Background: an optimization exercise with open tools, aiming at small area. Do not read the settings as production practice. Function was checked by simulation only, so behaviour that the tests miss may differ from the original.

### run.sh
#!/bin/bash
# synth_recipe.tcl (not shown) runs the flow's synth.tcl, then flattens the netlist and writes it again
# the make line also repeats each setting of config.mk as NAME=value (left out here)
make -C /OpenROAD-flow-scripts/flow DESIGN_CONFIG=/design/flow/config.mk WORK_HOME=/design/flow/orfs CLKGATE_MAP_FILE= SYNTH_SCRIPT=/design/flow/synth_recipe.tcl finish
### config.mk
export PLATFORM = sky130hd
export DESIGN_NAME = rv_regfile_sb
export DESIGN_NICKNAME = rv_regfile_sb
export VERILOG_FILES = /design/flow/design.v
export SDC_FILE = /design/flow/constraint.sdc
export NUM_CORES = 4
export LEC_CHECK = 0
export CAP_MARGIN = 20
export CORE_MARGIN = 2
export CORE_UTILIZATION = 40
export SLEW_MARGIN = 20
### constraint.sdc
create_clock -name core_clock -period 7.0 [get_ports {clk}]
set_input_delay 1.4000 -clock core_clock [delete_from_list [all_inputs] [get_ports {clk}]]
set_output_delay 1.4000 -clock core_clock [all_outputs]
set_load 0.01 [all_outputs]
### design.v
`default_nettype none
module rv_regfile_sb #(
  parameter  int XLEN   = 32,
  parameter  int NREGS  = 32,
  parameter  int NRD    = 2,
  parameter  int BYPASS = 1,
  localparam int AW     = $clog2(NREGS)
) (
  input  logic                clk,
  input  logic                rst_n,
  input  logic [NRD*AW-1:0]   rd_addr,
  output logic [NRD*XLEN-1:0] rd_data,
  output logic [NRD-1:0]      rd_ready,
  input  logic                alloc_en,
  input  logic [AW-1:0]       alloc_addr,
  input  logic                wr_en,
  input  logic [AW-1:0]       wr_addr,
  input  logic [XLEN-1:0]     wr_data,
  input  logic                clear_req,
  output logic                clear_busy,
  output logic [NREGS-1:0]    pending
);
  localparam logic [AW-1:0] LAST_REG = AW'(NREGS - 1);
  typedef enum logic [0:0] {
    IDLE  = 1'b0,
    CLEAR = 1'b1
  } state_e;
  state_e                     state_q, state_d;
  logic [AW-1:0]              cnt_q, cnt_d;
  logic [NREGS-1:0][XLEN-1:0] regs_q, regs_d;
  logic [NREGS-1:0]           pend_q, pend_d;
  logic                       idle;
  assign idle       = (state_q == IDLE);
  assign clear_busy = (state_q == CLEAR);
  assign pending    = pend_q;
  always_ff @(posedge clk or negedge rst_n) begin
    if (!rst_n) begin
      state_q <= IDLE;
      cnt_q   <= '0;
      regs_q  <= '0;
      pend_q  <= '0;
    end else begin
      state_q <= state_d;
      cnt_q   <= cnt_d;
      regs_q  <= regs_d;
      pend_q  <= pend_d;
    end
  end
  always_comb begin
    state_d = state_q;
    cnt_d   = cnt_q;
    regs_d  = regs_q;
    pend_d  = pend_q;
    unique case (state_q)
      IDLE: begin
        if (wr_en && (wr_addr != '0)) begin
          regs_d[wr_addr] = wr_data;
          pend_d[wr_addr] = 1'b0;
        end
        if (alloc_en && (alloc_addr != '0)) begin
          pend_d[alloc_addr] = 1'b1;
        end
        if (clear_req) begin
          state_d = CLEAR;
          cnt_d   = AW'(1);
        end
      end
      CLEAR: begin
        regs_d[cnt_q] = '0;
        pend_d[cnt_q] = 1'b0;
        if (cnt_q == LAST_REG) begin
          state_d = IDLE;
          cnt_d   = '0;
        end else begin
          cnt_d = cnt_q + 1'b1;
        end
      end
      default: begin
        state_d = IDLE;
        cnt_d   = '0;
      end
    endcase
  end
  for (genvar i = 0; i < NRD; i++) begin : g_rd
    logic [AW-1:0] addr;
    logic          byp;
    assign addr = rd_addr[i*AW +: AW];
    assign byp  = (BYPASS != 0) && idle && wr_en && (wr_addr == addr);
    assign rd_data[i*XLEN +: XLEN] = (addr == '0) ? '0 :
                                     byp          ? wr_data : regs_q[addr];
    assign rd_ready[i] = idle && ((addr == '0) || byp || !pend_q[addr]);
  end
endmodule
`default_nettype wire
==> run notes <==
[metrics by stage]
| step | setup slack (ps) | instance area [sq um] | util [%] | hold WS [ps] | std cells |
|---|---|---|---|---|---|
| 6_report | 415.7 | 69810 | 46.06 | 477.0 | 7626 |
| 5_1_grt | 439.3 | 69780 | 46.04 | 476.4 | 7614 |
| 4_1_cts | 474.6 | 69730 | 46.02 | 461.6 | 7610 |
| 3_5_place_dp | 505.6 | 65850 | 43.45 | 486.5 | 7401 |
| 3_3_place_gp | 461.2 | 65830 | 43.44 | 475.2 | 7400 |
| 2_1_floorplan | 2340 | 60890 | - | 460.3 | 5454 |
[cell usage in the layout (no fill, tap or decap), drive strengths merged, types with 146 or more instances in the layout]
| cell | instances |
|---|---|
| dfrtp | 1062 |
| nand2 | 653 |
| o21ai | 433 |
| mux4 | 409 |
| mux2i | 397 |
| a22o | 372 |
| buf | 320 |
| nor2 | 204 |
| o2bb2ai | 200 |
| a21oi | 181 |
| clkbuf | 174 |
| clkdlybuf4s50 | 146 |
[sequential cells by signal (all words and copies together) (netlist names)]
| signal | flops |
|---|---|
| regs_q | 1024 |
| pend_q | 32 |
| cnt_q | 5 |
| state_q | 1 |
[cells in the mapped netlist (all sizes together), types with 59 or more instances]
library cell / instances / area share [%]
dfrtp: 1062 / 44
nand2: 653 / 4.0
o21ai: 433 / 3.6
mux4: 409 / 15
mux2i: 397 / 6.5
a22o: 372 / 5.4
clkbuf: 313 / 1.9
buf: 235 / 2.0
nor2: 204 / 1.4
o2bb2ai: 200 / 2.9
a21oi: 181 / 1.5
a22oi: 109 / 1.3
o22ai: 95 / 0.98
nor3: 86 / 0.76
nand3: 82 / 0.68
o221ai: 59 / 0.85
[cells by family (layout without fill, tap and decap cells)]
family / after synthesis / count (layout)
flops: 1062 / 1062
other cells: 0 / 15
mux: 832 / 832
compound gates: 1730 / 1730
fa+ha+maj: 10 / 10
buf+inv: 579 / 706
simple gates: 1221 / 1221
xor+xnor: 20 / 20
[final timing paths]
check | startpoint | end | slack (ps)
setup / recovery | rd_addr[8] | rd_data[54] | 420
min in group core_clock | regs_q[390] | regs_q[390] | 500
hold / removal | rst_n | regs_q[423] | 480
max in group asynchronous | rst_n | state_q | 4590
setup reg to reg | cnt_q[0] | regs_q[557] | 2510
hold reg to reg | regs_q[390] | regs_q[390] | 500
[power by group through the flow]
stage               combinational (mW)  clock, mW  sequential [mW]
CTS                               7.35       6.44             8.91
detailed placement                7.33          0             9.00
finish                            7.67       6.46             9.02
global route                      7.88       6.67             9.14
global placement                  7.22          0             8.91
floorplan                         4.49          0             8.45
[per-layer routing]
metal / vias to the layer above / global-route usage, %
met1: 28510 / 49.30
met3: 1319 / 14.73
met5: - / 0.2771
met2: 5058 / 54.48
li1: 21150 / -
met4: 11 / 28.41
[final cells by class]
type,instances,area share [%]
timing repair buffer,466,6.313
inverter,31,0.1685
multi-input combinational,3813,46.18
clock inverter,35,0.6703
sequential,1062,38.08
clock buffer,174,4.899
antenna,15,0.05377
tap,2030,3.639
==> results.toml <==
[timing]
period_share_pct = 94.06
max_freq_ghz = 0.1519
worst_pin_slew_ps = 1291
finClkSkew_ps = 28.53
setup-tns-final_ps = 0
period_needed_ps = 6584
setup_viol_count_final = 0
rsz0062_at_grt = "false"
hold_viol = 0
drv_slew = 0
max_slew_margin_pct = 13.96

[route]
m1WireLength_um = 110700
routed-wl-met3_um = 44180
top_layer = "met5"
drt-wirelength-per-cell_um = 40.62
met2_length_um = 126800
dr_total_vias = 56050
via_per_inst = 7.350
drt_iter0_drc = 8964
drc = 0
antenna_left = 0
drt-total-wl_um = 309800
drt_first_pass_iters = 14

[finish]
multi_input_area_sq_um = 32240
fin_nets = 5556
fillCellCount = 13950
layout-drive-gt1-share_pct = 19.37
seq_area_sq_um = 26580
syn_to_final_growth_pct = 14.64

[pwr]
p_int_mw = 14.05
seq_power_share_pct = 39.0
p_leak_nw = 29.60
p_clk_share_pct = 27.9
combPwrFrac_pct = 33.1
p_sw_mw = 9.093
power_density_nw_per_um2 = 331.5
swShare_pct = 39.29
vdd_drop_max_mv = 0.3002
finalPower_mw = 23.14

[critical_path]
start_kind = "input pin"
max_stage_delay_ps = 910
path_cells = "clkdlybuf4s50_1 -> xnor2_1 -> nand4_1 -> nor4b_4 -> buf_4 -> a22oi_1 -> o21ai_0 -> clkdlybuf4s50_1"
arrival_ps = 5180
crit_top_cell = "clkdlybuf4s50_1"
worstPathRequired_ps = 5600
r2r_cells = 11
worst-path-buf-inv = 3
cp_max_fo = 18
endpoint_kind = "output pin"
worst-path-stages = 8
critical_path.top_delay_family = "buffers and inverters"
slowest_stage = "clkdlybuf4s50_1"
timing.setup.critical_path_class = "input pin to output pin"

[global_route]
antenna_found_initial = 21
grt_start_max_net_pins = 178
grt_pass1_wl_um = 429700
track_usage_pct = 39.03
grt_pass1_vias = 53550
grt-ovfl-total = 0

[run]
maxCapViolCount = 0

[clocking]
postCtsSetupBuffers = 0
ctsResizeCount = 0
clock_latency_ps = 800
cts_max_level = 3
max-clock-path-buffers = 3
cts.clk_slew.worst_paths_ps = 60
cts_sinks = 1062
cts-buffers-inserted = 115
holdBufCountCts = 0
cts_root_buffer = "clkbuf_16"
cts_tree = "yes"

[place]
routabilityCongestion = 1.028
place.port_buffers = 155
hpwlAfterDp_um = 202000

[worst_hold_path]
hold_class = "input pin to async pin"

[die]
initial_core_util_pct = 40.18
ios = 156
coreArea_sq_um = 151500
fp.dieArea_sq_um = 155400
die_w_um = 394.2
num_rows = 143
die_y_um = 394.2

[yosys]
synth_area_sq_um = 60890
synth_compound_area_share_pct = 20.57
ys_seq_elements = 1062
synth_fp_nets = 5521
synth_cells = 5454
synth_area_per_cell_sq_um = 11.16
synth_mux_area_share_pct = 22.13
synthSimpleGateAreaFrac_pct = 9.060
synth-xor-area-share_pct = 0.3123
synth_flop_cell = "dfrtp_1"
synth_fa_ha_area_share_pct = 0.2055
synth_top_family_by_area = "multiplexers"
post_synth_num_cell_types = 91
synth_edf_count = 0
ys.warnings.count = 1
ys_async_sr_fraction_pct = 100.0
ys_seq_area_share_pct = 43.64

[outcome]
status = "complete, no violations"

==> what the ideal ports hide <==
How much do the figures lean on ideal ports? The routed layout below was timed once more, with nothing changed but the port constraints. Step 1 sets driving cells, clkbuf_16 on the clock port and buf_2 on the other inputs (assumed; they add their load-dependent delay and slew). Step 2, shift: input delay + t, output delay - t, t = (earliest + latest rising clock arrival at the registers) / 2. This alone moves slack from input paths to output paths. Three values: no drivers, after step 1, after step 2; two values: the first two.
t, ns: 0.867
setup WS [ns]: 0.416 / 0.221 / 0.221
worst slew at a driven data input, ns: 0.19
After both steps this run still meets setup and hold. For this run, drivers alone change the setup slack by -0.195 ns; drivers and shift together by -0.195 ns.
